This is an optimization exercise on Yosys and OpenROAD, whose aim is small area, a short achievable clock period and few clock cycles, not a production implementation. RTL that was checked went through simulation tests only; none was proved equivalent to the original. The RTL of runs 2 and 3 was laid out without a check of its function. Power and IR drop assume default switching activity.

--- flow/design.v ---
module pp_tree (
  input  logic [15:0] a,
  input  logic [15:0] b,
  output logic [57:0] t
);
  logic pp1;
  logic pp2;
  logic pp3;
  logic pp4;
  logic pp5;
  logic pp6;
  logic pp7;
  logic pp8;
  logic pp9;
  logic pp10;
  logic pp11;
  logic pp12;
  logic pp13;
  logic pp14;
  logic pp15;
  logic pp16;
  logic pp17;
  logic pp18;
  logic pp19;
  logic pp20;
  logic pp21;
  logic pp22;
  logic pp23;
  logic pp24;
  logic pp25;
  logic pp26;
  logic pp27;
  logic pp28;
  logic pp29;
  logic pp30;
  logic pp31;
  logic pp32;
  logic pp33;
  logic pp34;
  logic pp35;
  logic pp36;
  logic pp37;
  logic pp38;
  logic pp39;
  logic pp40;
  logic pp41;
  logic pp42;
  logic pp43;
  logic pp44;
  logic pp45;
  logic pp46;
  logic pp47;
  logic pp48;
  logic pp49;
  logic pp50;
  logic pp51;
  logic pp52;
  logic pp53;
  logic pp54;
  logic pp55;
  logic pp56;
  logic pp57;
  logic pp58;
  logic pp59;
  logic pp60;
  logic pp61;
  logic pp62;
  logic pp63;
  logic pp64;
  logic pp65;
  logic pp66;
  logic pp67;
  logic pp68;
  logic pp69;
  logic pp70;
  logic pp71;
  logic pp72;
  logic pp73;
  logic pp74;
  logic pp75;
  logic pp76;
  logic pp77;
  logic pp78;
  logic pp79;
  logic pp80;
  logic pp81;
  logic pp82;
  logic pp83;
  logic pp84;
  logic pp85;
  logic pp86;
  logic pp87;
  logic pp88;
  logic pp89;
  logic pp90;
  logic pp91;
  logic pp92;
  logic pp93;
  logic pp94;
  logic pp95;
  logic pp96;
  logic pp97;
  logic pp98;
  logic pp99;
  logic pp100;
  logic pp101;
  logic pp102;
  logic pp103;
  logic pp104;
  logic pp105;
  logic pp106;
  logic pp107;
  logic pp108;
  logic pp109;
  logic pp110;
  logic pp111;
  logic pp112;
  logic pp113;
  logic pp114;
  logic pp115;
  logic pp116;
  logic pp117;
  logic pp118;
  logic pp119;
  logic pp120;
  logic pp121;
  logic pp122;
  logic pp123;
  logic pp124;
  logic pp125;
  logic pp126;
  logic pp127;
  logic pp128;
  logic s129;
  logic c130;
  logic s131;
  logic c132;
  logic s133;
  logic c134;
  logic s135;
  logic c136;
  logic s137;
  logic c138;
  logic s139;
  logic c140;
  logic s141;
  logic c142;
  logic s143;
  logic c144;
  logic s145;
  logic c146;
  logic s147;
  logic c148;
  logic s149;
  logic c150;
  logic s151;
  logic c152;
  logic s153;
  logic c154;
  logic s155;
  logic c156;
  logic s157;
  logic c158;
  logic s159;
  logic c160;
  logic s161;
  logic c162;
  logic s163;
  logic c164;
  logic s165;
  logic c166;
  logic s167;
  logic c168;
  logic s169;
  logic c170;
  logic s171;
  logic c172;
  logic s173;
  logic c174;
  logic s175;
  logic c176;
  logic s177;
  logic c178;
  logic s179;
  logic c180;
  logic s181;
  logic c182;
  logic s183;
  logic c184;
  logic s185;
  logic c186;
  logic s187;
  logic c188;
  logic s189;
  logic c190;
  logic s191;
  logic c192;
  logic s193;
  logic c194;
  logic s195;
  logic c196;
  logic s197;
  logic c198;
  logic s199;
  logic c200;
  logic s201;
  logic c202;
  logic s203;
  logic c204;
  logic s205;
  logic c206;
  logic s207;
  logic c208;
  logic s209;
  logic c210;
  logic s211;
  logic c212;
  logic s213;
  logic c214;
  logic s215;
  logic c216;
  logic s217;
  logic c218;
  logic s219;
  logic c220;
  logic s221;
  logic c222;
  logic s223;
  logic c224;
  logic s225;
  logic c226;
  logic s227;
  logic c228;
  logic s229;
  logic c230;
  logic s231;
  logic c232;
  logic s233;
  logic c234;
  logic s235;
  logic c236;
  logic s237;
  logic c238;
  logic s239;
  logic c240;
  logic s241;
  logic c242;
  logic s243;
  logic c244;
  logic s245;
  logic c246;
  logic s247;
  logic c248;
  logic s249;
  logic c250;
  logic s251;
  logic c252;
  logic s253;
  logic c254;
  logic s255;
  logic c256;
  logic s257;
  logic c258;
  logic s259;
  logic c260;
  logic s261;
  logic c262;
  logic s263;
  logic c264;
  logic s265;
  logic c266;
  logic s267;
  logic c268;
  logic s269;
  logic c270;
  logic s271;
  logic c272;
  logic s273;
  logic c274;
  logic s275;
  logic c276;
  logic s277;
  logic c278;
  logic s279;
  logic c280;
  logic s281;
  logic c282;
  assign pp1 = a[0] & b[0];
  assign pp2 = a[0] & b[1];
  assign pp3 = a[0] & b[2];
  assign pp4 = a[0] & b[3];
  assign pp5 = a[0] & b[4];
  assign pp6 = a[0] & b[5];
  assign pp7 = a[0] & b[6];
  assign pp8 = a[0] & b[7];
  assign pp9 = a[1] & b[0];
  assign pp10 = a[1] & b[1];
  assign pp11 = a[1] & b[2];
  assign pp12 = a[1] & b[3];
  assign pp13 = a[1] & b[4];
  assign pp14 = a[1] & b[5];
  assign pp15 = a[1] & b[6];
  assign pp16 = a[1] & b[7];
  assign pp17 = a[2] & b[0];
  assign pp18 = a[2] & b[1];
  assign pp19 = a[2] & b[2];
  assign pp20 = a[2] & b[3];
  assign pp21 = a[2] & b[4];
  assign pp22 = a[2] & b[5];
  assign pp23 = a[2] & b[6];
  assign pp24 = a[2] & b[7];
  assign pp25 = a[3] & b[0];
  assign pp26 = a[3] & b[1];
  assign pp27 = a[3] & b[2];
  assign pp28 = a[3] & b[3];
  assign pp29 = a[3] & b[4];
  assign pp30 = a[3] & b[5];
  assign pp31 = a[3] & b[6];
  assign pp32 = a[3] & b[7];
  assign pp33 = a[4] & b[0];
  assign pp34 = a[4] & b[1];
  assign pp35 = a[4] & b[2];
  assign pp36 = a[4] & b[3];
  assign pp37 = a[4] & b[4];
  assign pp38 = a[4] & b[5];
  assign pp39 = a[4] & b[6];
  assign pp40 = a[4] & b[7];
  assign pp41 = a[5] & b[0];
  assign pp42 = a[5] & b[1];
  assign pp43 = a[5] & b[2];
  assign pp44 = a[5] & b[3];
  assign pp45 = a[5] & b[4];
  assign pp46 = a[5] & b[5];
  assign pp47 = a[5] & b[6];
  assign pp48 = a[5] & b[7];
  assign pp49 = a[6] & b[0];
  assign pp50 = a[6] & b[1];
  assign pp51 = a[6] & b[2];
  assign pp52 = a[6] & b[3];
  assign pp53 = a[6] & b[4];
  assign pp54 = a[6] & b[5];
  assign pp55 = a[6] & b[6];
  assign pp56 = a[6] & b[7];
  assign pp57 = a[7] & b[0];
  assign pp58 = a[7] & b[1];
  assign pp59 = a[7] & b[2];
  assign pp60 = a[7] & b[3];
  assign pp61 = a[7] & b[4];
  assign pp62 = a[7] & b[5];
  assign pp63 = a[7] & b[6];
  assign pp64 = a[7] & b[7];
  assign pp65 = a[8] & b[8];
  assign pp66 = a[8] & b[9];
  assign pp67 = a[8] & b[10];
  assign pp68 = a[8] & b[11];
  assign pp69 = a[8] & b[12];
  assign pp70 = a[8] & b[13];
  assign pp71 = a[8] & b[14];
  assign pp72 = a[8] & b[15];
  assign pp73 = a[9] & b[8];
  assign pp74 = a[9] & b[9];
  assign pp75 = a[9] & b[10];
  assign pp76 = a[9] & b[11];
  assign pp77 = a[9] & b[12];
  assign pp78 = a[9] & b[13];
  assign pp79 = a[9] & b[14];
  assign pp80 = a[9] & b[15];
  assign pp81 = a[10] & b[8];
  assign pp82 = a[10] & b[9];
  assign pp83 = a[10] & b[10];
  assign pp84 = a[10] & b[11];
  assign pp85 = a[10] & b[12];
  assign pp86 = a[10] & b[13];
  assign pp87 = a[10] & b[14];
  assign pp88 = a[10] & b[15];
  assign pp89 = a[11] & b[8];
  assign pp90 = a[11] & b[9];
  assign pp91 = a[11] & b[10];
  assign pp92 = a[11] & b[11];
  assign pp93 = a[11] & b[12];
  assign pp94 = a[11] & b[13];
  assign pp95 = a[11] & b[14];
  assign pp96 = a[11] & b[15];
  assign pp97 = a[12] & b[8];
  assign pp98 = a[12] & b[9];
  assign pp99 = a[12] & b[10];
  assign pp100 = a[12] & b[11];
  assign pp101 = a[12] & b[12];
  assign pp102 = a[12] & b[13];
  assign pp103 = a[12] & b[14];
  assign pp104 = a[12] & b[15];
  assign pp105 = a[13] & b[8];
  assign pp106 = a[13] & b[9];
  assign pp107 = a[13] & b[10];
  assign pp108 = a[13] & b[11];
  assign pp109 = a[13] & b[12];
  assign pp110 = a[13] & b[13];
  assign pp111 = a[13] & b[14];
  assign pp112 = a[13] & b[15];
  assign pp113 = a[14] & b[8];
  assign pp114 = a[14] & b[9];
  assign pp115 = a[14] & b[10];
  assign pp116 = a[14] & b[11];
  assign pp117 = a[14] & b[12];
  assign pp118 = a[14] & b[13];
  assign pp119 = a[14] & b[14];
  assign pp120 = a[14] & b[15];
  assign pp121 = a[15] & b[8];
  assign pp122 = a[15] & b[9];
  assign pp123 = a[15] & b[10];
  assign pp124 = a[15] & b[11];
  assign pp125 = a[15] & b[12];
  assign pp126 = a[15] & b[13];
  assign pp127 = a[15] & b[14];
  assign pp128 = a[15] & b[15];
  assign s129 = pp7 ^ pp14;
  assign c130 = pp7 & pp14;
  assign s131 = pp8 ^ pp15 ^ pp22;
  assign c132 = (pp8 & pp15) | (pp8 & pp22) | (pp15 & pp22);
  assign s133 = pp29 ^ pp36 ^ pp43;
  assign c134 = (pp29 & pp36) | (pp29 & pp43) | (pp36 & pp43);
  assign s135 = pp16 ^ pp23 ^ pp30;
  assign c136 = (pp16 & pp23) | (pp16 & pp30) | (pp23 & pp30);
  assign s137 = pp37 ^ pp44;
  assign c138 = pp37 & pp44;
  assign s139 = pp24 ^ pp31;
  assign c140 = pp24 & pp31;
  assign s141 = pp5 ^ pp12;
  assign c142 = pp5 & pp12;
  assign s143 = pp6 ^ pp13 ^ pp20;
  assign c144 = (pp6 & pp13) | (pp6 & pp20) | (pp13 & pp20);
  assign s145 = pp27 ^ pp34 ^ pp41;
  assign c146 = (pp27 & pp34) | (pp27 & pp41) | (pp34 & pp41);
  assign s147 = s129 ^ pp21 ^ pp28;
  assign c148 = (s129 & pp21) | (s129 & pp28) | (pp21 & pp28);
  assign s149 = pp35 ^ pp42 ^ pp49;
  assign c150 = (pp35 & pp42) | (pp35 & pp49) | (pp42 & pp49);
  assign s151 = pp71 ^ pp78 ^ pp85;
  assign c152 = (pp71 & pp78) | (pp71 & pp85) | (pp78 & pp85);
  assign s153 = s131 ^ s133 ^ pp50;
  assign c154 = (s131 & s133) | (s131 & pp50) | (s133 & pp50);
  assign s155 = pp57 ^ pp72 ^ pp79;
  assign c156 = (pp57 & pp72) | (pp57 & pp79) | (pp72 & pp79);
  assign s157 = pp86 ^ pp93 ^ pp100;
  assign c158 = (pp86 & pp93) | (pp86 & pp100) | (pp93 & pp100);
  assign s159 = pp107 ^ pp114;
  assign c160 = pp107 & pp114;
  assign s161 = s135 ^ s137 ^ pp51;
  assign c162 = (s135 & s137) | (s135 & pp51) | (s137 & pp51);
  assign s163 = pp58 ^ pp80 ^ pp87;
  assign c164 = (pp58 & pp80) | (pp58 & pp87) | (pp80 & pp87);
  assign s165 = pp94 ^ pp101 ^ pp108;
  assign c166 = (pp94 & pp101) | (pp94 & pp108) | (pp101 & pp108);
  assign s167 = pp115 ^ pp122 ^ c132;
  assign c168 = (pp115 & pp122) | (pp115 & c132) | (pp122 & c132);
  assign s169 = s139 ^ pp38 ^ pp45;
  assign c170 = (s139 & pp38) | (s139 & pp45) | (pp38 & pp45);
  assign s171 = pp52 ^ pp59 ^ pp88;
  assign c172 = (pp52 & pp59) | (pp52 & pp88) | (pp59 & pp88);
  assign s173 = pp95 ^ pp102 ^ pp109;
  assign c174 = (pp95 & pp102) | (pp95 & pp109) | (pp102 & pp109);
  assign s175 = pp116 ^ pp123 ^ c136;
  assign c176 = (pp116 & pp123) | (pp116 & c136) | (pp123 & c136);
  assign s177 = pp32 ^ pp39 ^ pp46;
  assign c178 = (pp32 & pp39) | (pp32 & pp46) | (pp39 & pp46);
  assign s179 = pp53 ^ pp60 ^ pp96;
  assign c180 = (pp53 & pp60) | (pp53 & pp96) | (pp60 & pp96);
  assign s181 = pp103 ^ pp110 ^ pp117;
  assign c182 = (pp103 & pp110) | (pp103 & pp117) | (pp110 & pp117);
  assign s183 = pp40 ^ pp47 ^ pp54;
  assign c184 = (pp40 & pp47) | (pp40 & pp54) | (pp47 & pp54);
  assign s185 = pp4 ^ pp11 ^ pp18;
  assign c186 = (pp4 & pp11) | (pp4 & pp18) | (pp11 & pp18);
  assign s187 = s141 ^ pp19 ^ pp26;
  assign c188 = (s141 & pp19) | (s141 & pp26) | (pp19 & pp26);
  assign s189 = pp33 ^ pp69 ^ pp76;
  assign c190 = (pp33 & pp69) | (pp33 & pp76) | (pp69 & pp76);
  assign s191 = s143 ^ s145 ^ pp70;
  assign c192 = (s143 & s145) | (s143 & pp70) | (s145 & pp70);
  assign s193 = pp77 ^ pp84 ^ pp91;
  assign c194 = (pp77 & pp84) | (pp77 & pp91) | (pp84 & pp91);
  assign s195 = pp98 ^ pp105;
  assign c196 = pp98 & pp105;
  assign s197 = s147 ^ s149 ^ s151;
  assign c198 = (s147 & s149) | (s147 & s151) | (s149 & s151);
  assign s199 = pp92 ^ pp99 ^ pp106;
  assign c200 = (pp92 & pp99) | (pp92 & pp106) | (pp99 & pp106);
  assign s201 = pp113 ^ c144 ^ c146;
  assign c202 = (pp113 & c144) | (pp113 & c146) | (c144 & c146);
  assign s203 = s153 ^ s155 ^ s157;
  assign c204 = (s153 & s155) | (s153 & s157) | (s155 & s157);
  assign s205 = s159 ^ pp121 ^ c130;
  assign c206 = (s159 & pp121) | (s159 & c130) | (pp121 & c130);
  assign s207 = c148 ^ c150 ^ c152;
  assign c208 = (c148 & c150) | (c148 & c152) | (c150 & c152);
  assign s209 = s161 ^ s163 ^ s165;
  assign c210 = (s161 & s163) | (s161 & s165) | (s163 & s165);
  assign s211 = s167 ^ c134 ^ c154;
  assign c212 = (s167 & c134) | (s167 & c154) | (c134 & c154);
  assign s213 = c156 ^ c158 ^ c160;
  assign c214 = (c156 & c158) | (c156 & c160) | (c158 & c160);
  assign s215 = s169 ^ s171 ^ s173;
  assign c216 = (s169 & s171) | (s169 & s173) | (s171 & s173);
  assign s217 = s175 ^ c138 ^ c162;
  assign c218 = (s175 & c138) | (s175 & c162) | (c138 & c162);
  assign s219 = c164 ^ c166 ^ c168;
  assign c220 = (c164 & c166) | (c164 & c168) | (c166 & c168);
  assign s221 = s177 ^ s179 ^ s181;
  assign c222 = (s177 & s179) | (s177 & s181) | (s179 & s181);
  assign s223 = pp124 ^ c140 ^ c170;
  assign c224 = (pp124 & c140) | (pp124 & c170) | (c140 & c170);
  assign s225 = c172 ^ c174 ^ c176;
  assign c226 = (c172 & c174) | (c172 & c176) | (c174 & c176);
  assign s227 = s183 ^ pp61 ^ pp104;
  assign c228 = (s183 & pp61) | (s183 & pp104) | (pp61 & pp104);
  assign s229 = pp111 ^ pp118 ^ pp125;
  assign c230 = (pp111 & pp118) | (pp111 & pp125) | (pp118 & pp125);
  assign s231 = c178 ^ c180 ^ c182;
  assign c232 = (c178 & c180) | (c178 & c182) | (c180 & c182);
  assign s233 = pp48 ^ pp55 ^ pp62;
  assign c234 = (pp48 & pp55) | (pp48 & pp62) | (pp55 & pp62);
  assign s235 = pp112 ^ pp119 ^ pp126;
  assign c236 = (pp112 & pp119) | (pp112 & pp126) | (pp119 & pp126);
  assign s237 = pp3 ^ pp10 ^ pp17;
  assign c238 = (pp3 & pp10) | (pp3 & pp17) | (pp10 & pp17);
  assign s239 = s185 ^ pp25 ^ pp68;
  assign c240 = (s185 & pp25) | (s185 & pp68) | (pp25 & pp68);
  assign s241 = pp75 ^ pp82;
  assign c242 = pp75 & pp82;
  assign s243 = s187 ^ s189 ^ pp83;
  assign c244 = (s187 & s189) | (s187 & pp83) | (s189 & pp83);
  assign s245 = pp90 ^ pp97 ^ c186;
  assign c246 = (pp90 & pp97) | (pp90 & c186) | (pp97 & c186);
  assign s247 = s191 ^ s193 ^ s195;
  assign c248 = (s191 & s193) | (s191 & s195) | (s193 & s195);
  assign s249 = c142 ^ c188 ^ c190;
  assign c250 = (c142 & c188) | (c142 & c190) | (c188 & c190);
  assign s251 = s197 ^ s199 ^ s201;
  assign c252 = (s197 & s199) | (s197 & s201) | (s199 & s201);
  assign s253 = c192 ^ c194 ^ c196;
  assign c254 = (c192 & c194) | (c192 & c196) | (c194 & c196);
  assign s255 = s203 ^ s205 ^ s207;
  assign c256 = (s203 & s205) | (s203 & s207) | (s205 & s207);
  assign s257 = c198 ^ c200 ^ c202;
  assign c258 = (c198 & c200) | (c198 & c202) | (c200 & c202);
  assign s259 = s209 ^ s211 ^ s213;
  assign c260 = (s209 & s211) | (s209 & s213) | (s211 & s213);
  assign s261 = c204 ^ c206 ^ c208;
  assign c262 = (c204 & c206) | (c204 & c208) | (c206 & c208);
  assign s263 = s215 ^ s217 ^ s219;
  assign c264 = (s215 & s217) | (s215 & s219) | (s217 & s219);
  assign s265 = c210 ^ c212 ^ c214;
  assign c266 = (c210 & c212) | (c210 & c214) | (c212 & c214);
  assign s267 = s221 ^ s223 ^ s225;
  assign c268 = (s221 & s223) | (s221 & s225) | (s223 & s225);
  assign s269 = c216 ^ c218 ^ c220;
  assign c270 = (c216 & c218) | (c216 & c220) | (c218 & c220);
  assign s271 = s227 ^ s229 ^ s231;
  assign c272 = (s227 & s229) | (s227 & s231) | (s229 & s231);
  assign s273 = c222 ^ c224 ^ c226;
  assign c274 = (c222 & c224) | (c222 & c226) | (c224 & c226);
  assign s275 = s233 ^ s235 ^ c184;
  assign c276 = (s233 & s235) | (s233 & c184) | (s235 & c184);
  assign s277 = c228 ^ c230 ^ c232;
  assign c278 = (c228 & c230) | (c228 & c232) | (c230 & c232);
  assign s279 = pp56 ^ pp63 ^ pp120;
  assign c280 = (pp56 & pp63) | (pp56 & pp120) | (pp63 & pp120);
  assign s281 = pp127 ^ c234 ^ c236;
  assign c282 = (pp127 & c234) | (pp127 & c236) | (c234 & c236);
  assign t[0] = pp1;   
  assign t[1] = pp65;   
  assign t[2] = pp2;   
  assign t[3] = pp9;   
  assign t[4] = pp66;   
  assign t[5] = pp73;   
  assign t[6] = s237;   
  assign t[7] = pp67;   
  assign t[8] = pp74;   
  assign t[9] = pp81;   
  assign t[10] = s239;   
  assign t[11] = s241;   
  assign t[12] = pp89;   
  assign t[13] = c238;   
  assign t[14] = s243;   
  assign t[15] = s245;   
  assign t[16] = c240;   
  assign t[17] = c242;   
  assign t[18] = s247;   
  assign t[19] = s249;   
  assign t[20] = c244;   
  assign t[21] = c246;   
  assign t[22] = s251;   
  assign t[23] = s253;   
  assign t[24] = c248;   
  assign t[25] = c250;   
  assign t[26] = s255;   
  assign t[27] = s257;   
  assign t[28] = c252;   
  assign t[29] = c254;   
  assign t[30] = s259;   
  assign t[31] = s261;   
  assign t[32] = c256;   
  assign t[33] = c258;   
  assign t[34] = s263;   
  assign t[35] = s265;   
  assign t[36] = c260;   
  assign t[37] = c262;   
  assign t[38] = s267;   
  assign t[39] = s269;   
  assign t[40] = c264;   
  assign t[41] = c266;   
  assign t[42] = s271;   
  assign t[43] = s273;   
  assign t[44] = c268;   
  assign t[45] = c270;   
  assign t[46] = s275;   
  assign t[47] = s277;   
  assign t[48] = c272;   
  assign t[49] = c274;   
  assign t[50] = s279;   
  assign t[51] = s281;   
  assign t[52] = c276;   
  assign t[53] = c278;   
  assign t[54] = pp64;   
  assign t[55] = pp128;   
  assign t[56] = c280;   
  assign t[57] = c282;   
endmodule
module acc_tree (
  input  logic [57:0] t,
  input  logic [17:0] x,
  input  logic [17:0] y,
  output logic [17:0] u,
  output logic [17:0] v
);
  logic s1;
  logic c2;
  logic s3;
  logic c4;
  logic s5;
  logic c6;
  logic s7;
  logic c8;
  logic s9;
  logic c10;
  logic s11;
  logic c12;
  logic s13;
  logic c14;
  logic s15;
  logic c16;
  logic s17;
  logic c18;
  logic s19;
  logic c20;
  logic s21;
  logic c22;
  logic s23;
  logic c24;
  logic s25;
  logic c26;
  logic s27;
  logic c28;
  logic s29;
  logic c30;
  logic s31;
  logic c32;
  logic s33;
  logic c34;
  logic s35;
  logic c36;
  logic s37;
  logic c38;
  logic s39;
  logic c40;
  logic s41;
  logic c42;
  logic s43;
  logic c44;
  logic s45;
  logic c46;
  logic s47;
  logic c48;
  logic s49;
  logic c50;
  logic s51;
  logic c52;
  logic s53;
  logic c54;
  logic s55;
  logic c56;
  logic s57;
  logic c58;
  logic s59;
  logic c60;
  logic s61;
  logic c62;
  logic s63;
  logic c64;
  logic s65;
  logic c66;
  logic s67;
  logic c68;
  logic s69;
  logic c70;
  logic s71;
  logic c72;
  logic s73;
  logic c74;
  logic s75;
  logic c76;
  logic s77;
  logic c78;
  logic s79;
  logic c80;
  logic s81;
  logic c82;
  logic s83;
  logic c84;
  logic s85;
  logic c86;
  logic s87;
  logic c88;
  logic s89;
  logic c90;
  logic s91;
  logic c92;
  logic s93;
  logic c94;
  logic s95;
  logic c96;
  logic s97;
  logic c98;
  logic s99;
  logic c100;
  logic s101;
  logic c102;
  logic s103;
  logic c104;
  logic s105;
  logic c106;
  logic s107;
  logic c108;
  logic s109;
  logic c110;
  logic s111;
  logic c112;
  logic s113;
  logic c114;
  logic s115;
  logic c116;
  logic s117;
  logic c118;
  logic s119;
  logic c120;
  logic s121;
  logic c122;
  assign s1 = t[2] ^ t[3] ^ t[4];
  assign c2 = (t[2] & t[3]) | (t[2] & t[4]) | (t[3] & t[4]);
  assign s3 = t[6] ^ t[7] ^ t[8];
  assign c4 = (t[6] & t[7]) | (t[6] & t[8]) | (t[7] & t[8]);
  assign s5 = t[9] ^ x[2];
  assign c6 = t[9] & x[2];
  assign s7 = t[10] ^ t[11] ^ t[12];
  assign c8 = (t[10] & t[11]) | (t[10] & t[12]) | (t[11] & t[12]);
  assign s9 = t[13] ^ x[3] ^ y[3];
  assign c10 = (t[13] & x[3]) | (t[13] & y[3]) | (x[3] & y[3]);
  assign s11 = t[14] ^ t[15] ^ t[16];
  assign c12 = (t[14] & t[15]) | (t[14] & t[16]) | (t[15] & t[16]);
  assign s13 = t[17] ^ x[4] ^ y[4];
  assign c14 = (t[17] & x[4]) | (t[17] & y[4]) | (x[4] & y[4]);
  assign s15 = t[18] ^ t[19] ^ t[20];
  assign c16 = (t[18] & t[19]) | (t[18] & t[20]) | (t[19] & t[20]);
  assign s17 = t[21] ^ x[5] ^ y[5];
  assign c18 = (t[21] & x[5]) | (t[21] & y[5]) | (x[5] & y[5]);
  assign s19 = t[22] ^ t[23] ^ t[24];
  assign c20 = (t[22] & t[23]) | (t[22] & t[24]) | (t[23] & t[24]);
  assign s21 = t[25] ^ x[6] ^ y[6];
  assign c22 = (t[25] & x[6]) | (t[25] & y[6]) | (x[6] & y[6]);
  assign s23 = t[26] ^ t[27] ^ t[28];
  assign c24 = (t[26] & t[27]) | (t[26] & t[28]) | (t[27] & t[28]);
  assign s25 = t[29] ^ x[7] ^ y[7];
  assign c26 = (t[29] & x[7]) | (t[29] & y[7]) | (x[7] & y[7]);
  assign s27 = t[30] ^ t[31] ^ t[32];
  assign c28 = (t[30] & t[31]) | (t[30] & t[32]) | (t[31] & t[32]);
  assign s29 = t[33] ^ x[8] ^ y[8];
  assign c30 = (t[33] & x[8]) | (t[33] & y[8]) | (x[8] & y[8]);
  assign s31 = t[34] ^ t[35] ^ t[36];
  assign c32 = (t[34] & t[35]) | (t[34] & t[36]) | (t[35] & t[36]);
  assign s33 = t[37] ^ x[9] ^ y[9];
  assign c34 = (t[37] & x[9]) | (t[37] & y[9]) | (x[9] & y[9]);
  assign s35 = t[38] ^ t[39] ^ t[40];
  assign c36 = (t[38] & t[39]) | (t[38] & t[40]) | (t[39] & t[40]);
  assign s37 = t[41] ^ x[10] ^ y[10];
  assign c38 = (t[41] & x[10]) | (t[41] & y[10]) | (x[10] & y[10]);
  assign s39 = t[42] ^ t[43] ^ t[44];
  assign c40 = (t[42] & t[43]) | (t[42] & t[44]) | (t[43] & t[44]);
  assign s41 = t[45] ^ x[11] ^ y[11];
  assign c42 = (t[45] & x[11]) | (t[45] & y[11]) | (x[11] & y[11]);
  assign s43 = t[46] ^ t[47] ^ t[48];
  assign c44 = (t[46] & t[47]) | (t[46] & t[48]) | (t[47] & t[48]);
  assign s45 = t[49] ^ x[12] ^ y[12];
  assign c46 = (t[49] & x[12]) | (t[49] & y[12]) | (x[12] & y[12]);
  assign s47 = t[50] ^ t[51] ^ t[52];
  assign c48 = (t[50] & t[51]) | (t[50] & t[52]) | (t[51] & t[52]);
  assign s49 = t[53] ^ x[13] ^ y[13];
  assign c50 = (t[53] & x[13]) | (t[53] & y[13]) | (x[13] & y[13]);
  assign s51 = t[54] ^ t[55] ^ t[56];
  assign c52 = (t[54] & t[55]) | (t[54] & t[56]) | (t[55] & t[56]);
  assign s53 = t[57] ^ x[14] ^ y[14];
  assign c54 = (t[57] & x[14]) | (t[57] & y[14]) | (x[14] & y[14]);
  assign s55 = t[0] ^ t[1];
  assign c56 = t[0] & t[1];
  assign s57 = s1 ^ t[5] ^ x[1];
  assign c58 = (s1 & t[5]) | (s1 & x[1]) | (t[5] & x[1]);
  assign s59 = s3 ^ s5 ^ y[2];
  assign c60 = (s3 & s5) | (s3 & y[2]) | (s5 & y[2]);
  assign s61 = s7 ^ s9 ^ c4;
  assign c62 = (s7 & s9) | (s7 & c4) | (s9 & c4);
  assign s63 = s11 ^ s13 ^ c8;
  assign c64 = (s11 & s13) | (s11 & c8) | (s13 & c8);
  assign s65 = s15 ^ s17 ^ c12;
  assign c66 = (s15 & s17) | (s15 & c12) | (s17 & c12);
  assign s67 = s19 ^ s21 ^ c16;
  assign c68 = (s19 & s21) | (s19 & c16) | (s21 & c16);
  assign s69 = s23 ^ s25 ^ c20;
  assign c70 = (s23 & s25) | (s23 & c20) | (s25 & c20);
  assign s71 = s27 ^ s29 ^ c24;
  assign c72 = (s27 & s29) | (s27 & c24) | (s29 & c24);
  assign s73 = s31 ^ s33 ^ c28;
  assign c74 = (s31 & s33) | (s31 & c28) | (s33 & c28);
  assign s75 = s35 ^ s37 ^ c32;
  assign c76 = (s35 & s37) | (s35 & c32) | (s37 & c32);
  assign s77 = s39 ^ s41 ^ c36;
  assign c78 = (s39 & s41) | (s39 & c36) | (s41 & c36);
  assign s79 = s43 ^ s45 ^ c40;
  assign c80 = (s43 & s45) | (s43 & c40) | (s45 & c40);
  assign s81 = s47 ^ s49 ^ c44;
  assign c82 = (s47 & s49) | (s47 & c44) | (s49 & c44);
  assign s83 = s51 ^ s53 ^ c48;
  assign c84 = (s51 & s53) | (s51 & c48) | (s53 & c48);
  assign s85 = x[15] ^ y[15] ^ c52;
  assign c86 = (x[15] & y[15]) | (x[15] & c52) | (y[15] & c52);
  assign s87 = s55 ^ x[0];
  assign c88 = s55 & x[0];
  assign s89 = s57 ^ y[1] ^ c56;
  assign c90 = (s57 & y[1]) | (s57 & c56) | (y[1] & c56);
  assign s91 = s59 ^ c2 ^ c58;
  assign c92 = (s59 & c2) | (s59 & c58) | (c2 & c58);
  assign s93 = s61 ^ c6 ^ c60;
  assign c94 = (s61 & c6) | (s61 & c60) | (c6 & c60);
  assign s95 = s63 ^ c10 ^ c62;
  assign c96 = (s63 & c10) | (s63 & c62) | (c10 & c62);
  assign s97 = s65 ^ c14 ^ c64;
  assign c98 = (s65 & c14) | (s65 & c64) | (c14 & c64);
  assign s99 = s67 ^ c18 ^ c66;
  assign c100 = (s67 & c18) | (s67 & c66) | (c18 & c66);
  assign s101 = s69 ^ c22 ^ c68;
  assign c102 = (s69 & c22) | (s69 & c68) | (c22 & c68);
  assign s103 = s71 ^ c26 ^ c70;
  assign c104 = (s71 & c26) | (s71 & c70) | (c26 & c70);
  assign s105 = s73 ^ c30 ^ c72;
  assign c106 = (s73 & c30) | (s73 & c72) | (c30 & c72);
  assign s107 = s75 ^ c34 ^ c74;
  assign c108 = (s75 & c34) | (s75 & c74) | (c34 & c74);
  assign s109 = s77 ^ c38 ^ c76;
  assign c110 = (s77 & c38) | (s77 & c76) | (c38 & c76);
  assign s111 = s79 ^ c42 ^ c78;
  assign c112 = (s79 & c42) | (s79 & c78) | (c42 & c78);
  assign s113 = s81 ^ c46 ^ c80;
  assign c114 = (s81 & c46) | (s81 & c80) | (c46 & c80);
  assign s115 = s83 ^ c50 ^ c82;
  assign c116 = (s83 & c50) | (s83 & c82) | (c50 & c82);
  assign s117 = s85 ^ c54 ^ c84;
  assign c118 = (s85 & c54) | (s85 & c84) | (c54 & c84);
  assign s119 = x[16] ^ y[16] ^ c86;
  assign c120 = (x[16] & y[16]) | (x[16] & c86) | (y[16] & c86);
  assign s121 = x[17] ^ y[17];
  assign c122 = x[17] & y[17];
  assign u[0] = s87;
  assign u[1] = s89;
  assign u[2] = s91;
  assign u[3] = s93;
  assign u[4] = s95;
  assign u[5] = s97;
  assign u[6] = s99;
  assign u[7] = s101;
  assign u[8] = s103;
  assign u[9] = s105;
  assign u[10] = s107;
  assign u[11] = s109;
  assign u[12] = s111;
  assign u[13] = s113;
  assign u[14] = s115;
  assign u[15] = s117;
  assign u[16] = s119;
  assign u[17] = s121;
  assign v[0] = y[0];
  assign v[1] = c88;
  assign v[2] = c90;
  assign v[3] = c92;
  assign v[4] = c94;
  assign v[5] = c96;
  assign v[6] = c98;
  assign v[7] = c100;
  assign v[8] = c102;
  assign v[9] = c104;
  assign v[10] = c106;
  assign v[11] = c108;
  assign v[12] = c110;
  assign v[13] = c112;
  assign v[14] = c114;
  assign v[15] = c116;
  assign v[16] = c118;
  assign v[17] = c120;
endmodule
module accel_top #(
  parameter int ARRAY_N = 4
) (
  input  logic        clk,
  input  logic        arst_n,
  input  logic        psel,
  input  logic        penable,
  input  logic        pwrite,
  input  logic [11:0] paddr,
  input  logic [31:0] pwdata,
  output logic [31:0] prdata,
  output logic        pready,
  output logic        pslverr,
  output logic        interrupt,
  output logic        busy
);
  localparam int CELLS  = ARRAY_N * ARRAY_N;
  localparam int T_BITS = 58;
  logic       setup;
  logic       in_buf;
  logic       hit_ctrl, hit_status, hit_a, hit_b;
  logic       ro_bits;
  logic       dec_err;
  logic [3:0] pidx;
  logic       rd_c, rd_status, rd_ctrl, rd_other;
  assign setup      = psel && !penable;
  assign in_buf     = (paddr[1:0] == 2'b00) && (paddr[7:6] == 2'b00);
  assign hit_ctrl   = (paddr == 12'h000);
  assign hit_status = (paddr == 12'h004);
  assign hit_a      = in_buf && (paddr[11:8] == 4'h1);
  assign hit_b      = in_buf && (paddr[11:8] == 4'h2);
  assign ro_bits    = |{pwdata[31:2], pwdata[0]};
  assign pidx       = paddr[5:2];
  always_comb begin
    if (pwrite) begin
      dec_err = !(hit_ctrl || hit_status || hit_a || hit_b) || (hit_status && ro_bits) ||
                ((hit_a || hit_b) && busy);
    end else begin
      dec_err = !(hit_ctrl || hit_status || hit_a || hit_b || (in_buf && paddr[11:8] == 4'h3));
    end
  end
  assign rd_c      = psel && !penable && !pwrite && (paddr[11:8] == 4'h3) &&
                     (paddr[7:6] == 2'b00) && (paddr[1:0] == 2'b00);
  assign rd_status = setup && !pwrite && hit_status;
  assign rd_ctrl   = setup && !pwrite && hit_ctrl;
  assign rd_other  = setup && !pwrite && !rd_c;
  logic       wr_a_q, wr_b_q, wr_ctrl_q, clr_q, err_q;
  logic [3:0] idx_q;
  logic       start;
  logic       run1, run2;
  logic       cvalid;
  logic       irq_en, irq_en_n;
  logic       done, done_n;
  logic       interrupt_q;
  assign start    = setup && pwrite && hit_ctrl && pwdata[0] && !busy;
  assign irq_en_n = wr_ctrl_q ? pwdata[1] : irq_en;
  assign done_n   = run2 || (done && !clr_q);
  always_ff @(posedge clk or negedge arst_n) begin
    if (!arst_n) begin
      wr_a_q      <= 1'b0;
      wr_b_q      <= 1'b0;
      wr_ctrl_q   <= 1'b0;
      clr_q       <= 1'b0;
      err_q       <= 1'b0;
      idx_q       <= '0;
      run1        <= 1'b0;
      run2        <= 1'b0;
      busy        <= 1'b0;
      done        <= 1'b0;
      irq_en      <= 1'b0;
      interrupt_q <= 1'b0;
      cvalid      <= 1'b0;
    end else begin
      wr_a_q      <= setup && pwrite && hit_a && !busy;
      wr_b_q      <= setup && pwrite && hit_b && !busy;
      wr_ctrl_q   <= setup && pwrite && hit_ctrl;
      clr_q       <= setup && pwrite && hit_status && !ro_bits && pwdata[1];
      err_q       <= setup && dec_err;
      if (setup) begin
        idx_q <= pidx;
      end
      run1        <= start;
      run2        <= run1;
      busy        <= start || run1;
      done        <= done_n;
      irq_en      <= irq_en_n;
      interrupt_q <= done_n && irq_en_n;
      if (start) begin
        cvalid <= 1'b1;
      end
    end
  end
  assign interrupt = interrupt_q;
  logic [7:0] a_buf [CELLS];
  logic [7:0] b_buf [CELLS];
  logic [7:0] a_run [CELLS];
  logic [7:0] b_run [CELLS];
  always_ff @(posedge clk or negedge arst_n) begin
    if (!arst_n) begin
      for (int n = 0; n < CELLS; n++) begin
        a_buf[n] <= '0;
        b_buf[n] <= '0;
      end
    end else begin
      for (int n = 0; n < CELLS; n++) begin
        if (wr_a_q && idx_q == 4'(n)) a_buf[n] <= pwdata[7:0];
        if (wr_b_q && idx_q == 4'(n)) b_buf[n] <= pwdata[7:0];
      end
    end
  end
  always_ff @(posedge clk) begin
    if (start) begin
      for (int n = 0; n < CELLS; n++) begin
        a_run[n] <= a_buf[n];
        b_run[n] <= b_buf[n];
      end
    end
  end
  logic [3:0]  e_idx;             
  logic        e_ph;              
  logic        e_go;              
  logic [3:0]  base;              
  logic [3:0]  op_idx, t_idx, acc_idx, res_idx;
  logic        op_ph, t_ph, acc_ph;
  logic        op_v, t_v, acc_v, res_v;
  logic [15:0] a_sel, b_sel;
  logic [15:0] op_a, op_b;
  logic [T_BITS-1:0] t_d, t_q;
  logic [17:0] acc_x, acc_y, acc_u, acc_v_row;
  logic [17:0] acc_xin, acc_yin;
  logic [17:0] sum;
  logic [23:0] rdata_q;
  logic        acc_done;
  logic        in_flight;
  logic        c_pend, c_hit, c_pend_n, c_hit_n, pready_q;
  logic        res_v_n;
  logic [3:0]  res_idx_n;
  logic [3:0]  e_off;
  for (genvar l = 0; l < 2; l++) begin : g_sel
    assign a_sel[l*8 +: 8] = a_run[e_idx[3:2] * ARRAY_N + 2 * e_ph + l];
    assign b_sel[l*8 +: 8] = b_run[(2 * e_ph + l) * ARRAY_N + e_idx[1:0]];
  end
  pp_tree  u_pp  (.a(op_a), .b(op_b), .t(t_d));
  acc_tree u_acc (.t(t_q), .x(acc_xin), .y(acc_yin), .u(acc_u), .v(acc_v_row));
  assign acc_xin = t_ph ? acc_x : 18'd0;
  assign acc_yin = t_ph ? acc_y : 18'd0;
  assign sum     = acc_x + acc_y;
  always_ff @(posedge clk) begin
    op_a  <= a_sel;
    op_b  <= b_sel;
    t_q   <= t_d;
    acc_x <= acc_u;
    acc_y <= acc_v_row;
  end
  assign acc_done = acc_v && acc_ph;
  assign e_off = e_idx - base;
  assign e_go  = e_ph || (e_off < 4'd3);
  assign in_flight = (e_go && e_idx == pidx) || (op_v && op_idx == pidx) ||
                     (t_v && t_idx == pidx) || (acc_v && acc_idx == pidx);
  always_ff @(posedge clk or negedge arst_n) begin
    if (!arst_n) begin
      e_idx   <= '0;
      e_ph    <= 1'b0;
      base    <= '0;
      op_idx  <= '0;
      t_idx   <= '0;
      acc_idx <= '0;
      op_ph   <= 1'b0;
      t_ph    <= 1'b0;
      acc_ph  <= 1'b0;
      op_v    <= 1'b0;
      t_v     <= 1'b0;
      acc_v   <= 1'b0;
    end else begin
      op_idx  <= e_idx;
      op_ph   <= e_ph;
      t_idx   <= op_idx;
      t_ph    <= op_ph;
      acc_idx <= t_idx;
      acc_ph  <= t_ph;
      op_v    <= e_go && !start;
      t_v     <= op_v && !start;
      acc_v   <= t_v && !start;
      if (start) begin
        e_idx <= '0;
        e_ph  <= 1'b0;
        base  <= '0;
      end else if (rd_c && !in_flight) begin
        e_idx <= pidx;
        e_ph  <= 1'b0;
        base  <= pidx;
      end else begin
        if (rd_c) begin
          base <= pidx + 4'd1;
        end
        if (e_go) begin
          e_ph <= !e_ph;
          if (e_ph) begin
            e_idx <= e_idx + 4'd1;
          end
        end
      end
    end
  end
  assign c_pend_n  = rd_c || (c_pend && !c_hit);
  assign res_v_n   = !start && !rd_other && (acc_done || res_v);
  assign res_idx_n = acc_done ? acc_idx : res_idx;
  assign c_hit_n   = c_pend_n && res_v_n && (res_idx_n == (rd_c ? pidx : idx_q));
  always_ff @(posedge clk or negedge arst_n) begin
    if (!arst_n) begin
      res_v    <= 1'b0;
      res_idx  <= '0;
      c_pend   <= 1'b0;
      c_hit    <= 1'b0;
      pready_q <= 1'b1;
    end else begin
      res_v    <= res_v_n;
      res_idx  <= res_idx_n;
      c_pend   <= c_pend_n;
      c_hit    <= c_hit_n;
      pready_q <= !c_pend_n || c_hit_n;
    end
  end
  always_ff @(posedge clk) begin
    if (rd_other) begin
      rdata_q <= {22'd0, (rd_status && done_n) || (rd_ctrl && irq_en_n), rd_status && (start || run1)};
    end else if (acc_done) begin
      rdata_q <= cvalid ? {6'd0, sum} : 24'd0;
    end
  end
  assign pready  = pready_q;
  assign pslverr = err_q;
  assign prdata  = {8'd0, rdata_q};
endmodule
--- flow/flow/run.sh ---
#!/bin/bash
# layout flow: the standard flow, with timing repair asked for 6.6 ns of setup slack so
# that it keeps improving the achieved period beyond the 10 ns clock, and with plain
# buffers (rather than delay cells) on the ports
set -euo pipefail
bash standard.sh SETUP_SLACK_MARGIN=6.6 \
  "BUFFER_PORTS_ARGS=-buffer_cell sky130_fd_sc_hd__buf_2" finish > standard.log 2>&1
--- flow/standard.sh ---
#!/bin/bash
# synth_recipe.tcl (not shown) runs the flow's synth.tcl, then flattens the netlist and writes it again
# the make line also repeats each setting of config.mk as NAME=value (left out here)
make -C /OpenROAD-flow-scripts/flow DESIGN_CONFIG=/design/flow/config.mk WORK_HOME=/design/flow/orfs CLKGATE_MAP_FILE= SYNTH_SCRIPT=/design/flow/synth_recipe.tcl "${@:-finish}"
--- flow/config.mk ---
export PLATFORM = sky130hd
export DESIGN_NAME = accel_top
export DESIGN_NICKNAME = accel_top
export VERILOG_FILES = /design/flow/design.v
export SDC_FILE = /design/flow/constraint.sdc
export NUM_CORES = 4
export LEC_CHECK = 0
export CAP_MARGIN = 20
export CORE_MARGIN = 2
export CORE_UTILIZATION = 40
export CTS_BUF_LIST = sky130_fd_sc_hd__clkbuf_16
export CTS_CLUSTER_DIAMETER = 80
export CTS_CLUSTER_SIZE = 32
export PLACE_DENSITY = 0.6
export SLEW_MARGIN = 20
--- flow/constraint.sdc ---
create_clock -name core_clock -period 10.0 [get_ports {clk}]
set_input_delay 2.0000 -clock core_clock [delete_from_list [all_inputs] [get_ports {clk}]]
set_output_delay 2.0000 -clock core_clock [all_outputs]
set_load 0.01 [all_outputs]
==> impl_metrics.env, run 1 <==
export IMPL_ys_types=70
export IMPL_max_cap_violations=0
export IMPL_rrSetupSlack_ps=6950
export IMPL_outcome="finished clean"
export IMPL_gp_congestion=0.840
export IMPL_endpoint_kind="flip-flop"
export IMPL_cts_sinks=706
export IMPL_worstPathRequired_ps=10460
export IMPL_synth_seq_area_share_pct=61.6
export IMPL_ys_flop_type="dfrtp_1"
export IMPL_dp_slack_ps=5020
export IMPL_netlist_top_cells_area="edfxtp_1, dfrtp_1, mux2_2, dfxtp_1, fa_1"
export IMPL_grt_max_degree=109
export IMPL_path_clk_slew_ps=100
export IMPL_dpl_cell_area_um2=31100
export IMPL_wire_per_inst_um=21.5
export IMPL_power_density_nw_per_um2=277
export IMPL_use_met2_pct=29.5
export IMPL_cp_start_kind="input port"
export IMPL_wl_mm=66.5
export IMPL_grt_pass1_vias=17300
export IMPL_fillers=6512
export IMPL_cts_root_buffer="clkbuf_16"
export IMPL_insertion_delay_ps=600
export IMPL_vdd_ir_drop_max_v=0.000168
export IMPL_clock_power_share_pct=20.0
export IMPL_htreeDepth=2
export IMPL_firstDrtPassIters=5
export IMPL_dp_cells=3014
export IMPL_cts_hold_buffers=0
export IMPL_syn_to_final_growth_pct=9.99
export IMPL_track_usage_pct=17.6
export IMPL_grt_pass1_wl_mm=104
export IMPL_syn_inst=2051
export IMPL_io_pins=85
export IMPL_gr_usage_met3_pct=2.74
export IMPL_antenna_found_initial=3
export IMPL_hpwl_mm=41.9
export IMPL_worstPathArrival_ps=3820
export IMPL_total_power_mw=9.03
export IMPL_layout_cells_non_filler=3091
export IMPL_remaining_drc_errors=0
export IMPL_setup_viol=0
export IMPL_hold_path_cell_count=0
export IMPL_drv_slew=0
export IMPL_synth_most_common_cell="dfrtp_1"
export IMPL_synth_edff_count=258
export IMPL_power_leakage_nw=13.8
export IMPL_cts_buffers=34
export IMPL_port_buffers=70
export IMPL_hold_class="flip-flop to flip-flop"
export IMPL_ant_nets=0
export IMPL_multi_input_area_um2=10800
export IMPL_busiest_layer="met2"
export IMPL_finalInstanceArea_um2=32600
export IMPL_grt_ovfl_total=0
export IMPL_die_area_um2=76300
export IMPL_diodes=0
export IMPL_reg2reg_to="op_b[11]"
export IMPL_fin_ws_ps=6650
export IMPL_cts_tree="yes"
export IMPL_die_h_um=276
export IMPL_setup_tns_ps=0
export IMPL_finClkSkew_ps=30.4
export IMPL_synth_area_per_cell_um2=14.5
export IMPL_drive_gt1_share_pct=22.1
export IMPL_synthTopCellsByCount="dfrtp_1, mux2_2, edfxtp_1"
export IMPL_start_util_pct=40.5
export IMPL_grt_util_met1_pct=24.4
export IMPL_syn_area_um2=29700
export IMPL_vias=16300
export IMPL_coreArea_um2=73200
export IMPL_yosysWarningCount=5
export IMPL_rows=99
export IMPL_fmax_mhz=298
export IMPL_nets=2321
export IMPL_p_comb_share_pct=38.9
export IMPL_finalCriticalPeriod_ps=3350
export IMPL_cts_path_max_buffers=3
export IMPL_worstHoldStart="op_ph"
export IMPL_relSlewSlack_pct=23.5
export IMPL_tightest_slew_ps=1140
export IMPL_worstSetupPathType="input port to flip-flop"
export IMPL_min_period_over_period_pct=33.5
export IMPL_p_seq_share_pct=41.1
export IMPL_p_sw_mw=3.34
export IMPL_fin_util_pct=44.6
export IMPL_p_int_mw=5.68
export IMPL_hold_violations=0
export IMPL_r2r_cells=5
export IMPL_whs_endpoint="t_ph"
export IMPL_drtIter0Drc=1256
export IMPL_final_seq_area_um2=18300
export IMPL_path_max_fanout=17
export IMPL_timing_hold_ws_ps=356
export IMPL_rr_startpoint="e_ph"
export IMPL_synthArstFlopShare_pct=43.5
export IMPL_synth_top_cell_by_area="edfxtp_1"
export IMPL_dieWidth_um=276
export IMPL_swShare_pct=37.0
export IMPL_ys_seq_elements=706
export IMPL_viasPerCell=5.28
export IMPL_rsz0062_at_grt="true"
export IMPL_yosysTopAreaCellShare_pct=26.1
## metal layers
layer / up-vias / share of wire (%)
li1: 7311 / -
met1: 8639 / 46
met2: 302 / 49
met3: 76 / 4.2
met4: 0 / 1.6
met5: - / 0
## layout by cell type (no fill, tap or decap), types with 5 or more instances in the layout
cell type and instances:
buf_4 25, or3_1 5, a222oi_1 8, nor3_1 11, nand3b_1 7, nor2b_1 9
a22oi_1 41, inv_8 5, fa_1 129, conb_1 14, nand4_1 8, mux2_2 260
buf_2 69, and2_1 134, inv_1 87, o21ai_0 56, dfrtp_1 304, nor4_1 13
mux2i_1 21, a31oi_1 6, clkbuf_16 36, nand2b_1 5, nor3b_1 8, or2_2 5
ha_1 35, dfxtp_1 141, mux4_2 12, o211ai_1 5, a21oi_1 32, nand2_1 124
a221oi_1 11, xor2_1 21, edfxtp_1 258, nor4_2 6, xnor2_1 17, nand3_1 46
nor2_1 39, a22o_1 17
## how the worst max path moves through the flow
| stage | end | from |
|---|---|---|
| final | base[1] | paddr[6] |
| after floorplan | a_run[0][0] | paddr[11] |
| after global routing | b_run[10][3] | paddr[4] |
| after global placement | b_run[12][3] | paddr[11] |
| after CTS | b_run[3][0] | paddr[4] |
| after detailed placement | b_run[12][3] | paddr[11] |
## critical path: stages
cell and delay [ps]:
buf_2 120, nor4_4 320, buf_4 200, nand3_4 220
or4_4 640, nor2_2 190, o211ai_1 130
## state kept, by name (all words and copies together), names as in the netlist, 4 cells and up
name	flops
prdata	18
res_idx	4
b_buf	128
a_buf	128
op_b	16
t_q	58
op_idx	4
idx_q	4
base	4
acc_x	18
acc_idx	4
a_run	128
b_run	128
op_a	16
e_idx	4
t_idx	4
acc_y	17
## power groups by stage
| stage | combinational [mW] | clock [mW] | sequential, mW |
|---|---|---|---|
| detailed placement | 3.59 | 0 | 3.78 |
| global placement | 3.44 | 0 | 3.77 |
| global route | 4.11 | 1.95 | 3.75 |
| CTS | 3.60 | 1.86 | 3.72 |
| finish | 3.51 | 1.81 | 3.71 |
| floorplan | 2.52 | 0 | 3.61 |
## what timing repair did
item | CTS | global route
setup endpoints to repair | 275 | 198
pin swaps | 2 | 1
resized for setup | 7 | 10
cloned | 5 | 1
setup buffers | 5 | 4
## layout make-up
cell class | instances | area share (%)
clock buffer | 35 | 2.69
clock inverter | 26 | 1.20
tap | 959 | 3.68
timing repair buffer | 102 | 2.17
inverter | 88 | 1.06
multi-input combinational | 1172 | 33.1
sequential | 706 | 56.0
timing repair inverter | 3 | 0.0959
## cells by family after synthesis
family	share of synthesized area [%]
AO/OA/AOI/OAI	5.02
XOR/XNOR	1.12
adder cells (fa/ha/maj)	10.2
buffers and inverters	2.56
flip-flops	61.6
multiplexers	11.5
other	0.0126
AND/OR/NAND/NOR	8.00
Testbench counts, summed over its fixed seeds: cycles 6,592.
==> run 2, diff against run 1 <==
--- a/flow/design.v
+++ b/flow/design.v
@@ -1049,4 +1049,5 @@
   logic        acc_done;
   logic        in_flight;
+  logic        c_first;           
   logic        c_pend, c_hit, c_pend_n, c_hit_n, pready_q;
   logic        res_v_n;
@@ -1072,6 +1073,7 @@
   assign e_off = e_idx - base;
   assign e_go  = e_ph || (e_off < 4'd3);
-  assign in_flight = (e_go && e_idx == pidx) || (op_v && op_idx == pidx) ||
-                     (t_v && t_idx == pidx) || (acc_v && acc_idx == pidx);
+  assign in_flight = (res_v && res_idx == idx_q) || (e_go && e_idx == idx_q) ||
+                     (op_v && op_idx == idx_q) || (t_v && t_idx == idx_q) ||
+                     (acc_v && acc_idx == idx_q);
   always_ff @(posedge clk or negedge arst_n) begin
     if (!arst_n) begin
@@ -1102,11 +1104,11 @@
         e_ph  <= 1'b0;
         base  <= '0;
-      end else if (rd_c && !in_flight) begin
-        e_idx <= pidx;
+      end else if (c_first && !in_flight) begin
+        e_idx <= idx_q;
         e_ph  <= 1'b0;
-        base  <= pidx;
+        base  <= idx_q;
       end else begin
-        if (rd_c) begin
-          base <= pidx + 4'd1;
+        if (c_first) begin
+          base <= idx_q + 4'd1;
         end
         if (e_go) begin
@@ -1122,9 +1124,11 @@
   assign res_v_n   = !start && !rd_other && (acc_done || res_v);
   assign res_idx_n = acc_done ? acc_idx : res_idx;
-  assign c_hit_n   = c_pend_n && res_v_n && (res_idx_n == (rd_c ? pidx : idx_q));
+  assign c_hit_n   = (acc_done || res_v) &&
+                     ((rd_c && res_idx_n == pidx) || (c_pend && !c_hit && res_idx_n == idx_q));
   always_ff @(posedge clk or negedge arst_n) begin
     if (!arst_n) begin
       res_v    <= 1'b0;
       res_idx  <= '0;
+      c_first  <= 1'b0;
       c_pend   <= 1'b0;
       c_hit    <= 1'b0;
@@ -1133,4 +1137,5 @@
       res_v    <= res_v_n;
       res_idx  <= res_idx_n;
+      c_first  <= rd_c;
       c_pend   <= c_pend_n;
       c_hit    <= c_hit_n;
==> impl_metrics.env, run 2 <==
export IMPL_timing_hold_ws_ps=360
export IMPL_track_usage_pct=17.5
export IMPL_wire_per_inst_um=21.5
export IMPL_synthTopCellsByCount="dfrtp_1, mux2_2, edfxtp_1"
export IMPL_drive_gt1_share_pct=23.3
export IMPL_cts_path_max_buffers=3
export IMPL_vias=16200
export IMPL_worstSetupPathType="input port to flip-flop"
export IMPL_setup_viol=0
export IMPL_cts_root_buffer="clkbuf_16"
export IMPL_ys_flop_type="dfrtp_1"
export IMPL_rows=99
export IMPL_synthArstFlopShare_pct=43.6
export IMPL_grt_pass1_wl_mm=104
export IMPL_cts_tree="yes"
export IMPL_fin_ws_ps=6500
export IMPL_synth_top_family_by_area="multiplexers"
export IMPL_cts_buffers=31
export IMPL_diodes=0
export IMPL_max_cap_violations=0
export IMPL_hold_violations=0
export IMPL_drv_slew=0
export IMPL_port_buffers=70
export IMPL_final_common_cell="dfrtp_1"
export IMPL_io_pins=85
export IMPL_synth_xor_area_share_pct=1.39
export IMPL_synth_area_per_cell_um2=14.6
export IMPL_viasPerCell=5.25
export IMPL_dp_slack_ps=4440
export IMPL_htreeDepth=1
export IMPL_finalCriticalPeriod_ps=3500
export IMPL_nets=2326
export IMPL_coreArea_um2=73200
export IMPL_grt_pass1_vias=17000
export IMPL_finalInstanceArea_um2=33200
export IMPL_die_area_um2=76500
export IMPL_finClkSkew_ps=48.4
export IMPL_hpwl_mm=40.7
export IMPL_grt_ovfl_total=0
export IMPL_synth_edff_count=258
export IMPL_syn_area_um2=29700
export IMPL_drtIter0Drc=1221
export IMPL_power_leakage_nw=13.7
export IMPL_outcome="finished clean"
export IMPL_mostFrequentLayoutCells="dfrtp_1, mux2_2, edfxtp_1"
export IMPL_total_power_mw=9.06
export IMPL_endpoint_kind="flip-flop"
export IMPL_min_period_over_period_pct=35.0
export IMPL_ys_types=75
export IMPL_antenna_found_initial=2
export IMPL_start_util_pct=40.6
export IMPL_ys_seq_elements=707
export IMPL_gp_congestion=0.838
export IMPL_synth_top_cell_by_area="edfxtp_1"
export IMPL_yosysTopAreaCellShare_pct=26.1
export IMPL_synthSimpleGateAreaFrac_pct=7.38
export IMPL_tightest_slew_ps=1050
export IMPL_cts_sinks=707
export IMPL_syn_to_final_growth_pct=11.8
export IMPL_synth_adder_area_share_pct=10.2
export IMPL_synthMuxAreaShare_pct=11.8
export IMPL_rsz0062_at_grt="true"
export IMPL_wl_mm=66.6
export IMPL_firstDrtPassIters=5
export IMPL_power_density_nw_per_um2=273
export IMPL_relSlewSlack_pct=29.6
export IMPL_ant_nets=0
export IMPL_die_h_um=277
export IMPL_cp_start_kind="input port"
export IMPL_syn_inst=2030
export IMPL_dpl_cell_area_um2=31100
export IMPL_remaining_drc_errors=0
export IMPL_dieWidth_um=277
export IMPL_worstPathArrival_ps=3840
export IMPL_fmax_mhz=286
export IMPL_insertion_delay_ps=650
export IMPL_worstPathRequired_ps=10340
export IMPL_hold_class="flip-flop to flip-flop"
export IMPL_synth_compound_area_share_pct=5.03
export IMPL_path_clk_slew_ps=110
export IMPL_synth_most_common_cell="dfrtp_1"
export IMPL_synth_seq_area_share_pct=61.5
export IMPL_fillers=6381
export IMPL_yosysWarningCount=5
export IMPL_netlist_top_cells_area="edfxtp_1, dfrtp_1, mux2_2, dfxtp_1, fa_1"
export IMPL_vdd_ir_drop_max_v=0.000159
export IMPL_path_max_fanout=6
export IMPL_setup_tns_ps=0
export IMPL_grt_max_degree=109
run 2: worst max-delay path, stage by stage:
cell	delay, ps
buf_8	100
or4_4	530
or3_4	420
nor3_4	180
buf_12	170
buf_12	120
buf_12	150
buf_16	160
run 2: area by class of cell:
type | instances | area, um2 | share of cell area, %
sequential | 707 | 18300 | 55.0
multi-input combinational | 1142 | 10800 | 32.4
timing repair buffer | 139 | 1570 | 4.72
tap | 959 | 1200 | 3.61
clock buffer | 32 | 801 | 2.41
inverter | 90 | 338 | 1.02
clock inverter | 26 | 265 | 0.798
run 2: metrics by stage:
step / util (%) / cells
floorplan: - / 2043
global placement: 42.5 / 2987
detailed placement: 42.5 / 2987
CTS: 45.2 / 3088
global route: 45.4 / 3095
finish: 45.4 / 3095
run 2: kinds of logic (layout without fill, tap and decap cells):
| group | Yosys count | count (layout) |
|---|---|---|
| adders and majority gates | 166 | 166 |
| AOI/OAI and AO/OA | 207 | 207 |
| buffers and inverters | 194 | 287 |
| and+or+nand+nor | 405 | 405 |
| DFF | 707 | 707 |
| other | 1 | 14 |
| muxes | 303 | 303 |
| xor gates and xnor gates | 47 | 47 |
run 2: metal layers:
layer	vias up	share of wire, %	GRT usage [%]
met4	2	2.0	3.77
met1	8492	46	24.5
met3	72	4.3	2.43
li1	7320	-	-
met5	-	0.017	0
met2	360	48	29.1
run 2: report_power, final:
part / leakage [nW] / internal [mW] / switching [mW] / total, mW
registers: 7.43 / 3.40 / 0.341 / 3.75
clock network: 0.533 / 0.631 / 0.974 / 1.61
logic: 5.73 / 1.58 / 2.13 / 3.71
total: 13.7 / 5.62 / 3.44 / 9.06
run 2: worst paths after layout:
kind / from / endpoint / slack (ps) / depth (start not counted)
max: paddr[5] / b_run[0][0] / 6500 / 8
min: op_ph / t_ph / 360 / 0
max reg2reg: e_idx[0] / base[0] / 6850 / 12
min reg2reg: op_ph / t_ph / 360 / 0
max in group asynchronous: arst_n / b_buf[11][7] / 7080 / 2
min in group asynchronous: arst_n / a_buf[2][2] / 1360 / 1
run 2: repair_timing:
| action | 4_1_cts | 5_1_grt |
|---|---|---|
| cloned | 22 | 5 |
| pin swaps | 6 | 4 |
| setup endpoints to repair | 258 | 262 |
| setup buffers | 21 | 2 |
| hold buffers | 0 | 0 |
| gates resized for setup | 41 | 5 |
==> run 3, diff against run 2 <==
==> flow/flow/run.sh (replaced) <==
#!/bin/bash
# layout flow: the standard flow, with timing repair asked for 7.0 ns of setup slack so
# that it keeps improving the achieved period beyond the 10 ns clock, and with plain
# buffers (rather than delay cells) on the ports
set -euo pipefail
bash standard.sh SETUP_SLACK_MARGIN=7.0 \
  "BUFFER_PORTS_ARGS=-buffer_cell sky130_fd_sc_hd__buf_2" finish > standard.log 2>&1
==> impl_metrics.env, run 3 <==
export IMPL_outcome="finished clean"
export IMPL_insertion_delay_ps=650
export IMPL_finClkSkew_ps=39.0
export IMPL_synthTopCellsByCount="dfrtp_1, mux2_2, edfxtp_1"
export IMPL_diodes=0
export IMPL_setup_tns_ps=0
export IMPL_max_cap_violations=0
export IMPL_cts_buffers=31
export IMPL_cp_start_kind="input port"
export IMPL_yosysTopAreaCellShare_pct=26.1
export IMPL_syn_area_um2=29700
export IMPL_coreArea_um2=73200
export IMPL_ys_seq_elements=707
export IMPL_wire_per_inst_um=21.7
export IMPL_r2r_cells=12
export IMPL_hold_class="flip-flop to flip-flop"
export IMPL_rows=99
export IMPL_dp_cells=2989
export IMPL_synthArstFlopShare_pct=43.6
export IMPL_port_buffers=70
export IMPL_grt_max_degree=103
export IMPL_tightest_slew_ps=1030
export IMPL_antenna_found_initial=1
export IMPL_mostFrequentLayoutCells="dfrtp_1, mux2_2, edfxtp_1"
export IMPL_reg2reg_to="base[0]"
export IMPL_start_util_pct=40.6
export IMPL_worstSetupPathType="input port to flip-flop"
export IMPL_syn_to_final_growth_pct=13.9
export IMPL_relSlewSlack_pct=31.4
export IMPL_vdd_ir_drop_max_v=0.000204
export IMPL_viasPerCell=5.26
export IMPL_drv_slew=0
export IMPL_rrSetupSlack_ps=6960
export IMPL_nets=2360
export IMPL_fmax_mhz=288
export IMPL_path_max_fanout=8
export IMPL_power_density_nw_per_um2=267
export IMPL_synth_edff_count=258
export IMPL_path_clk_slew_ps=100
export IMPL_drive_gt1_share_pct=26.1
export IMPL_synth_top_cell_by_area="edfxtp_1"
export IMPL_worstPathRequired_ps=10380
export IMPL_min_period_over_period_pct=34.8
export IMPL_worstPathArrival_ps=3850
export IMPL_syn_inst=2030
export IMPL_grt_ovfl_total=0
export IMPL_rr_startpoint="e_idx[0]"
export IMPL_die_h_um=277
export IMPL_cts_tree="yes"
export IMPL_netlist_top_cells_area="edfxtp_1, dfrtp_1, mux2_2, dfxtp_1, fa_1"
export IMPL_gp_congestion=0.841
export IMPL_grt_pass1_vias=17300
export IMPL_firstDrtPassIters=5
export IMPL_ant_nets=0
export IMPL_ys_types=75
export IMPL_crit_start="paddr[3]"
export IMPL_track_usage_pct=17.7
export IMPL_yosysWarningCount=5
export IMPL_finalCriticalPeriod_ps=3480
export IMPL_hold_violations=0
export IMPL_power_leakage_nw=13.9
export IMPL_hpwl_mm=40.8
export IMPL_synth_area_per_cell_um2=14.6
export IMPL_io_pins=85
export IMPL_die_area_um2=76500
export IMPL_remaining_drc_errors=0
export IMPL_final_common_cell="dfrtp_1"
export IMPL_drtIter0Drc=1097
export IMPL_cts_path_max_buffers=3
export IMPL_cp_endpoint="b_run[11][4]"
export IMPL_synth_most_common_cell="dfrtp_1"
export IMPL_synth_seq_area_share_pct=61.5
export IMPL_fillers=6363
export IMPL_layout_cells_non_filler=3127
export IMPL_ys_flop_type="dfrtp_1"
export IMPL_fin_ws_ps=6520
export IMPL_grt_pass1_wl_mm=105
export IMPL_dp_slack_ps=4350
export IMPL_cts_root_buffer="clkbuf_16"
export IMPL_htreeDepth=1
export IMPL_endpoint_kind="flip-flop"
export IMPL_cts_hold_buffers=0
export IMPL_cts_sinks=707
export IMPL_rsz0062_at_grt="true"
export IMPL_dieWidth_um=277
export IMPL_setup_viol=0
export IMPL_wl_mm=67.9
export IMPL_vias=16500
-- run 3: cell counts after synthesis --
Identical to the previous run, type by type.
-- run 3: how the worst min path moves through the flow --
stage | from | end | slack (ps) | cells after the start
after floorplan | op_ph | t_ph | 330 | 0
after global placement | op_ph | t_ph | 330 | 0
after detailed placement | op_ph | t_ph | 330 | 0
after CTS | op_ph | t_ph | 360 | 0
after global routing | op_ph | t_ph | 370 | 0
final | op_ph | t_ph | 360 | 0
-- run 3: kinds of logic (layout without fill, tap and decap cells) --
kind of cell,count (synthesis),count (layout),synth area share [%]
other,1,14,0.0126
buffers and inverters,194,318,2.68
AND/OR/NAND/NOR,405,406,7.38
adder cells (fa/ha/maj),166,166,10.2
AO/OA/AOI/OAI,207,207,5.03
multiplexers,303,303,11.8
flip-flops,707,707,61.5
XOR/XNOR,47,47,1.39
-- run 3: critical path, stage by stage --
cell    delay, ps
buf_8          90
or4_4         530
or3_4         430
nor3_4        200
buf_6         160
buf_16        170
buf_12        140
buf_8         100
-- run 3: metrics by stage --
step | hold WS [ps] | area, um2 | total power, mW | utilization (%)
2_1_floorplan | 331 | 29900 | 6.30 | -
3_3_place_gp | 333 | 31100 | 7.42 | 42.5
3_5_place_dp | 335 | 31100 | 7.54 | 42.5
4_1_cts | 358 | 33400 | 9.13 | 45.7
5_1_grt | 371 | 33800 | 9.79 | 46.2
6_report | 356 | 33800 | 9.02 | 46.2
-- run 3: timing repair --
action / in CTS / in global routing
cloned: 23 / 11
setup endpoints to repair: 315 / 443
resized for setup: 95 / 34
pin swaps: 9 / 6
setup buffers: 41 / 7
-- run 3: final cells by class --
| cell class | count | area, um2 | area share, % |
|---|---|---|---|
| timing repair buffer | 172 | 2060 | 6.08 |
| multi-input combinational | 1143 | 10900 | 32.1 |
| sequential | 707 | 18300 | 54.1 |
| inverter | 90 | 338 | 0.999 |
| tap | 959 | 1200 | 3.55 |
| clock inverter | 25 | 280 | 0.828 |
| clock buffer | 31 | 776 | 2.29 |
-- run 3: metal layers --
metal	global-route usage (%)	share of wire (%)
met5	0	0
met1	23.7	44
met4	4.47	2.8
met3	3.28	5.0
met2	29.6	48
-- run 3: power breakdown --
group | leakage, nW | switching, mW | internal [mW]
logic | 5.96 | 2.12 | 1.58
clock network | 0.524 | 0.976 | 0.619
registers | 7.43 | 0.328 | 3.40

==> static timing again, ports no longer ideal <==
In the flow no input, the clock included, has a driving cell. The finished layouts below were timed again as built, in two steps. Step 1 assumes that a clkbuf_16 drives the clock port and a buf_2 every other input. Step 2 also shifts input and output timing later by t, the mid clock arrival at the registers, as if the neighbouring blocks saw the same clock. Three values: no drivers, after step 1, after step 2; two values: the first two.
run | shift t [ns] | setup WS [ns] | worst setup path at the end | slew at the worst register clock pin (ns)
run 1 | 0.639 | 6.646 / 6.682 / 6.043 | input to register | 0.11 / 0.11
run 2 | 0.688 | 6.498 / 6.521 / 5.833 | input to register | 0.12 / 0.12
run 3 | 0.696 | 6.525 / 6.535 / 5.839 | input to register | 0.12 / 0.12
After both steps every run listed still meets setup and hold. For run 3, which loses most, drivers alone change the setup slack by +0.010 ns; drivers and shift together by -0.686 ns.
